This design comes from an exercise in tuning for small area and a short achievable clock period on the open sky130 flow, not from production work.
The RTL was checked by simulation tests, not by an equivalence proof against the original design.
No activity file was given, so power comes from the tool's default toggle rates.

run 1:
## instruction_fetch_stage
module instruction_fetch_stage (
  input  logic        Clk,
  input  logic        Reset,
  input  logic [31:0] PCResult,
  input  logic        Stall,
  input  logic        Flush,
  input  logic        ProgWrEn,
  input  logic [6:0]  ProgAddr,
  input  logic [31:0] ProgData,
  output logic [31:0] Instruction,
  output logic [31:0] FetchPC,
  output logic [31:0] PCPlus4,
  output logic        Valid,
  output logic        Fault,
  output logic [31:0] FetchCount
);
==> flow/config.mk <==
export PLATFORM = sky130hd
export DESIGN_NAME = instruction_fetch_stage
export DESIGN_NICKNAME = instruction_fetch_stage
export VERILOG_FILES = /design/flow/design.v
export SDC_FILE = /design/flow/constraint.sdc
export NUM_CORES = 4
export LEC_CHECK = 0
export CAP_MARGIN = 20
export CORE_MARGIN = 2
export CORE_UTILIZATION = 55
export CTS_CLUSTER_DIAMETER = 80
export CTS_CLUSTER_SIZE = 24
export SETUP_SLACK_MARGIN = 3.4
export SLEW_MARGIN = 20
export SYNTH_HIERARCHICAL = 1
export SYNTH_MINIMUM_KEEP_SIZE = 0
export TNS_END_PERCENT = 10
==> flow/constraint.sdc <==
create_clock -name core_clock -period 6.0 [get_ports {Clk}]
set_input_delay 1.2000 -clock core_clock [delete_from_list [all_inputs] [get_ports {Clk}]]
set_output_delay 1.2000 -clock core_clock [all_outputs]
set_load 0.01 [all_outputs]
standard.sh (not shown) runs the stock make flow with config.mk's settings and CLKGATE_MAP_FILE= SYNTH_SCRIPT=/design/flow/synth_recipe.tcl, a recipe that flattens the netlist after the stock synthesis.
==> flow/flow/run.sh <==
#!/bin/bash
# Own layout flow: the standard ORFS flow (standard.sh, synthesis
# unchanged) with one difference: the buffers that buffer_ports puts on every
# input and output port are sky130_fd_sc_hd__buf_4 instead of the cell the
# resizer picks by default (a clkdlybuf4s50_1 delay buffer). Every port still
# gets its own buffer. The full make output goes to flow_make.log here; ORFS
# keeps each tool's log under orfs/logs/.
set -euo pipefail
cd "$(dirname "$0")/.."
bash standard.sh 'BUFFER_PORTS_ARGS=-buffer_cell sky130_fd_sc_hd__buf_4' finish > flow_make.log 2>&1
> inputs changed (run 1 -> run 2)
-- flow/config.mk --
<<< run 1, line 11
export CTS_CLUSTER_DIAMETER = 80
export CTS_CLUSTER_SIZE = 24
export SETUP_SLACK_MARGIN = 3.4
export SLEW_MARGIN = 20
export SYNTH_HIERARCHICAL = 1
export SYNTH_MINIMUM_KEEP_SIZE = 0
export TNS_END_PERCENT = 10
>>> run 2, line 11
export CTS_CLUSTER_DIAMETER = 80
export CTS_CLUSTER_SIZE = 24
export SETUP_SLACK_MARGIN = 2.9
export SLEW_MARGIN = 20
export SYNTH_HIERARCHICAL = 1
export SYNTH_MINIMUM_KEEP_SIZE = 0
export TNS_END_PERCENT = 5
Results
- Run 2: flow completed, timing, DRC and antenna clean
- The fraction of power spent switching nets on run 2 is in line with that on run 1.
- Compared with run 1, in run 2 iteration-0 DRC count of the detailed router shrank by 1140; number of antenna violations at the first check in global routing +15; final-stage net count moved down; global routing met3 resource utilization fell 2.1 points; worst hold slack moved down.
- Run 2 vs. run 1: part of the total power dissipated in combinational logic went down by 0.3 points, critical path depth went up by 4, wire length on met2 was more or less identical, final instance area went down by 3.3%, slew at the pin with the worst max-slew slack went down by 0.077 ns.
#### Input delta (run 3 over run 2)
-- flow/config.mk --
<<< run 2, line 8
export CAP_MARGIN = 20
export CORE_MARGIN = 2
export CORE_UTILIZATION = 55
export CTS_CLUSTER_DIAMETER = 80
export CTS_CLUSTER_SIZE = 24
export SETUP_SLACK_MARGIN = 2.9
export SLEW_MARGIN = 20
export SYNTH_HIERARCHICAL = 1
>>> run 3, line 8
export CAP_MARGIN = 20
export CORE_MARGIN = 2
export CORE_UTILIZATION = 60
export CTS_CLUSTER_DIAMETER = 80
export CTS_CLUSTER_SIZE = 24
export PLACE_DENSITY = 0.66
export SETUP_SLACK_MARGIN = 3.1
export SLEW_MARGIN = 20
export SYNTH_HIERARCHICAL = 1
--- outcome ---
NOTE: internal power in run 3 falls short of that of run 2
Changes observed in run 3 relative to run 2: global-route track usage on met1 saw an increase; proportion of power drawn by flip-flops and latches saw an increase.
In run 3 relative to run 2, number of CTS-inserted buffers had gone down by a few percent.
Side by side, total power turned out lower in run 3 than in run 2.
Per the comparison of run 3 with run 2, clock share of power decreased by 0.8 points relative to the old numbers, highest achievable clock rate rose by 0.0061 GHz, initial standard-cell utilization of the core climbed 5.0 points, leakage power summed over all cells grew by about 1.1%.
Where clock period minus final worst setup slack is concerned, run 2 is outperformed by run 3.
Sequential share of layout area in run 3 is 0.40 points below run 2.

* * *

The RTL this note starts from:
==> flow/design.v <==
package fetch_pkg;
  localparam logic [31:0] NOP               = 32'h0000_0000;
  localparam int          DEFAULT_MEM_DEPTH = 128;
endpackage
module imem_bit (
  input  logic clk,
  input  logic we,
  input  logic hold,
  input  logic wr_data,
  output logic q
);
  always_ff @(posedge clk) begin
    q <= (q & hold) | (wr_data & we);
  end
endmodule
module imem_pre3 (
  input  logic       en,
  input  logic [2:0] a,
  output logic [7:0] y
);
  always_comb begin
    for (int j = 0; j < 8; j++) y[j] = en && (a == j[2:0]);
  end
endmodule
module imem_pre4 (
  input  logic [3:0]  a,
  output logic [15:0] y
);
  always_comb begin
    for (int j = 0; j < 16; j++) y[j] = (a == j[3:0]);
  end
endmodule
module imem_and2 (
  input  logic hi,
  input  logic lo,
  output logic y
);
  assign y = hi && lo;
endmodule
module imem_nand2r (
  input  logic hi,
  input  logic lo,
  output logic y
);
  assign y = !(hi && lo);
endmodule
module imem_wdec (
  input  logic         en,
  input  logic [6:0]   addr,
  output logic [127:0] we,
  output logic [127:0] hold
);
  logic [7:0]  hi;
  logic [15:0] lo;
  imem_pre3 u_hi (.en(en), .a(addr[6:4]), .y(hi));
  imem_pre4 u_lo (.a(addr[3:0]), .y(lo));
  genvar r;
  generate
    for (r = 0; r < 128; r++) begin : g_r
      imem_and2   u_we   (.hi(hi[r / 16]), .lo(lo[r % 16]), .y(we[r]));
      imem_nand2r u_hold (.hi(hi[r / 16]), .lo(lo[r % 16]), .y(hold[r]));
    end
  endgenerate
endmodule
module imem_rdec (
  input  logic [6:0]   addr,
  output logic [127:0] sel
);
  logic [7:0]  hi;
  logic [15:0] lo;
  imem_pre3 u_hi (.en(1'b1), .a(addr[6:4]), .y(hi));
  imem_pre4 u_lo (.a(addr[3:0]), .y(lo));
  genvar r;
  generate
    for (r = 0; r < 128; r++) begin : g_r
      imem_and2 u_sel (.hi(hi[r / 16]), .lo(lo[r % 16]), .y(sel[r]));
    end
  endgenerate
endmodule
module imem_or8 (
  input  logic [7:0] a,
  input  logic [7:0] b,
  output logic       y
);
  assign y = |(a & b);
endmodule
module imem_nand2 (
  input  logic [1:0] a,
  output logic       y
);
  assign y = !(&a);
endmodule
module imem_nor2 (
  input  logic [1:0] a,
  output logic       y
);
  assign y = !(|a);
endmodule
module imem_oai21 (
  input  logic [1:0] a,
  input  logic       en,
  output logic       y
);
  assign y = !((|a) & en);
endmodule
module imem_nand3 (
  input  logic [2:0] a,
  output logic       y
);
  assign y = !(&a);
endmodule
module imem_col (
  input  logic [127:0] sel,
  input  logic [127:0] bits,
  input  logic         cap,
  input  logic         q,
  input  logic         hold,
  output logic         d
);
  logic [15:0] l2;    
  logic [7:0]  l3;    
  logic [3:0]  l4;    
  logic [1:0]  l5;    
  logic        qh_n;
  genvar i;
  generate
    for (i = 0; i < 16; i++) begin : g_l2
      imem_or8 u (.a(sel[8*i +: 8]), .b(bits[8*i +: 8]), .y(l2[i]));
    end
    for (i = 0; i < 8; i++) begin : g_l3
      imem_nor2 u (.a(l2[2*i +: 2]), .y(l3[i]));
    end
    for (i = 0; i < 4; i++) begin : g_l4
      imem_nand2 u (.a(l3[2*i +: 2]), .y(l4[i]));
    end
    for (i = 0; i < 2; i++) begin : g_l5
      imem_oai21 u (.a(l4[2*i +: 2]), .en(cap), .y(l5[i]));
    end
  endgenerate
  imem_nand2 u_qh (.a({q, hold}), .y(qh_n));
  imem_nand3 u_l6 (.a({qh_n, l5}), .y(d));
endmodule
module instruction_fetch_stage (
  input  logic        Clk,
  input  logic        Reset,
  input  logic [31:0] PCResult,
  input  logic        Stall,
  input  logic        Flush,
  input  logic        ProgWrEn,
  input  logic [6:0]  ProgAddr,
  input  logic [31:0] ProgData,
  output logic [31:0] Instruction,
  output logic [31:0] FetchPC,
  output logic [31:0] PCPlus4,
  output logic        Valid,
  output logic        Fault,
  output logic [31:0] FetchCount
);
  logic [31:0] instr_q;
  logic [31:0] fetch_pc_q;
  logic [31:2] pc_plus4_q;    
  logic [31:0] count_q;
  logic        valid_q;
  logic        fault_q;
  logic bad, update, capture, load_pc, set_fault;
  assign bad       = (PCResult[1:0] != 2'b00) || (PCResult[31:9] != 23'd0);
  assign update    = !fault_q && (Flush || !Stall);    
  assign capture   = update && !Flush && !bad;
  assign load_pc   = update && (Flush || !bad);
  assign set_fault = update && !Flush && bad;
  logic [127:0] wr_we, wr_hold;
  logic [127:0] rd_sel;
  logic [127:0] col_bits [32];
  logic [31:0]  instr_d;
  imem_wdec u_wdec (
    .en   (ProgWrEn && !Reset),
    .addr (ProgAddr),
    .we   (wr_we),
    .hold (wr_hold)
  );
  imem_rdec u_rdec (
    .addr (PCResult[8:2]),
    .sel  (rd_sel)
  );
  genvar r, b;
  generate
    for (r = 0; r < 128; r++) begin : g_row
      for (b = 0; b < 32; b++) begin : g_bit
        imem_bit u_bit (
          .clk     (Clk),
          .we      (wr_we[r]),
          .hold    (wr_hold[r]),
          .wr_data (ProgData[b]),
          .q       (col_bits[b][r])
        );
      end
    end
    for (b = 0; b < 32; b++) begin : g_col
      imem_col u_col (
        .sel  (rd_sel),
        .bits (col_bits[b]),
        .cap  (capture),
        .q    (instr_q[b]),
        .hold (!update),
        .d    (instr_d[b])
      );
    end
  endgenerate
  always_ff @(posedge Clk or posedge Reset) begin
    if (Reset) begin
      instr_q    <= 32'h0000_0000;
      fetch_pc_q <= 32'h0000_0000;
      pc_plus4_q <= 30'd0;
      count_q    <= 32'h0000_0000;
      valid_q    <= 1'b0;
      fault_q    <= 1'b0;
    end else begin
      instr_q <= instr_d;
      if (update) valid_q <= capture;
      if (load_pc) begin
        fetch_pc_q <= PCResult;
        pc_plus4_q <= PCResult[31:2] + 30'd1;
      end
      if (capture) count_q <= count_q + 32'd1;
      if (set_fault) fault_q <= 1'b1;
    end
  end
  assign Instruction = instr_q;
  assign FetchPC     = fetch_pc_q;
  assign PCPlus4     = {pc_plus4_q, fetch_pc_q[1:0]};
  assign Valid       = valid_q;
  assign Fault       = fault_q;
  assign FetchCount  = count_q;
endmodule
clock: 6.0 ns
lec_check: 0
cap_margin: 20
core_margin: 2
core_utilization: 55
cts_cluster_diameter: 80
cts_cluster_size: 24
setup_slack_margin: 3.5
slew_margin: 20
synth_hierarchical: 1
synth_minimum_keep_size: 0
tns_end_percent: 5
Scripts as last shown in full above: flow/flow/run.sh
==> next run, changes <==
Settings changed: SETUP_SLACK_MARGIN 3.5 to 3.2.
Via count fell by about 1.6%; cell count went down by 1.2%; register-to-register slack loses 0.23 ns; total power is about the same; core utilization decreases by 1.6 points.
==> next run, changes <==
==> flow/run.sh (new file) <==
#!/bin/bash
# synth_recipe.tcl (not shown) runs the flow's synth.tcl, then flattens the netlist and writes it again
# the make line also repeats each setting of config.mk as NAME=value (left out here)
make -C /OpenROAD-flow-scripts/flow DESIGN_CONFIG=/design/flow/config.mk WORK_HOME=/design/flow/orfs CLKGATE_MAP_FILE= SYNTH_SCRIPT=/design/flow/synth_recipe.tcl finish
Settings changed: SETUP_SLACK_MARGIN 3.2 to 2.9.
removed: flow/flow/run.sh
removed: flow/standard.sh
=> The new run ran to the end with no violations. Sequential power barely changes. Power fell by 0.49%. Wire length shrinks by 1.0%. Fmax went down by 8.1%. Utilization shrinks by 0.23 points. Die area stays the same. Synthesized cell count stays the same. Count of clock-buffer cells in the layout went down by 10. Hold slack gets better by 0.10 ns. Final area came out lower by 0.37%. Final cell count barely changes.

-- re-timing with driven ports --
In the flow no input, the clock included, has a driving cell. The finished layouts below were timed again as built, in two steps. Step 1 sets driving cells, clkbuf_16 on the clock port and buf_2 on the other inputs (assumed; they add their load-dependent delay and slew). Step 2 also shifts input and output timing later by t, the mid clock arrival at the registers, as if the neighbouring blocks saw the same clock. Slacks: ideal / step 1 / step 2; pairs: ideal / step 1.
| run | t, ns | setup WS [ns] | worst setup path at the end |
|---|---|---|---|
| run 1 | 1.053 | 2.982 / 2.834 / 1.781 | input to register |
| run 2 | 1.046 | 2.638 / 2.552 / 1.647 | input to register |
| run 3 | 0.985 | 2.706 / 2.567 / 1.582 | input to register |
| the first run of note 2 | 1.035 | 2.961 / 2.819 / 1.784 | input to register |
| the second run of note 2 | 1.050 | 2.865 / 2.752 / 1.702 | input to register |
| the third run of note 2 | 1.042 | 2.589 / 2.599 / 1.592 | input to register |
After both steps every run listed still meets setup and hold. For run 1, which loses most, drivers alone change the setup slack by -0.148 ns; drivers and shift together by -1.201 ns.
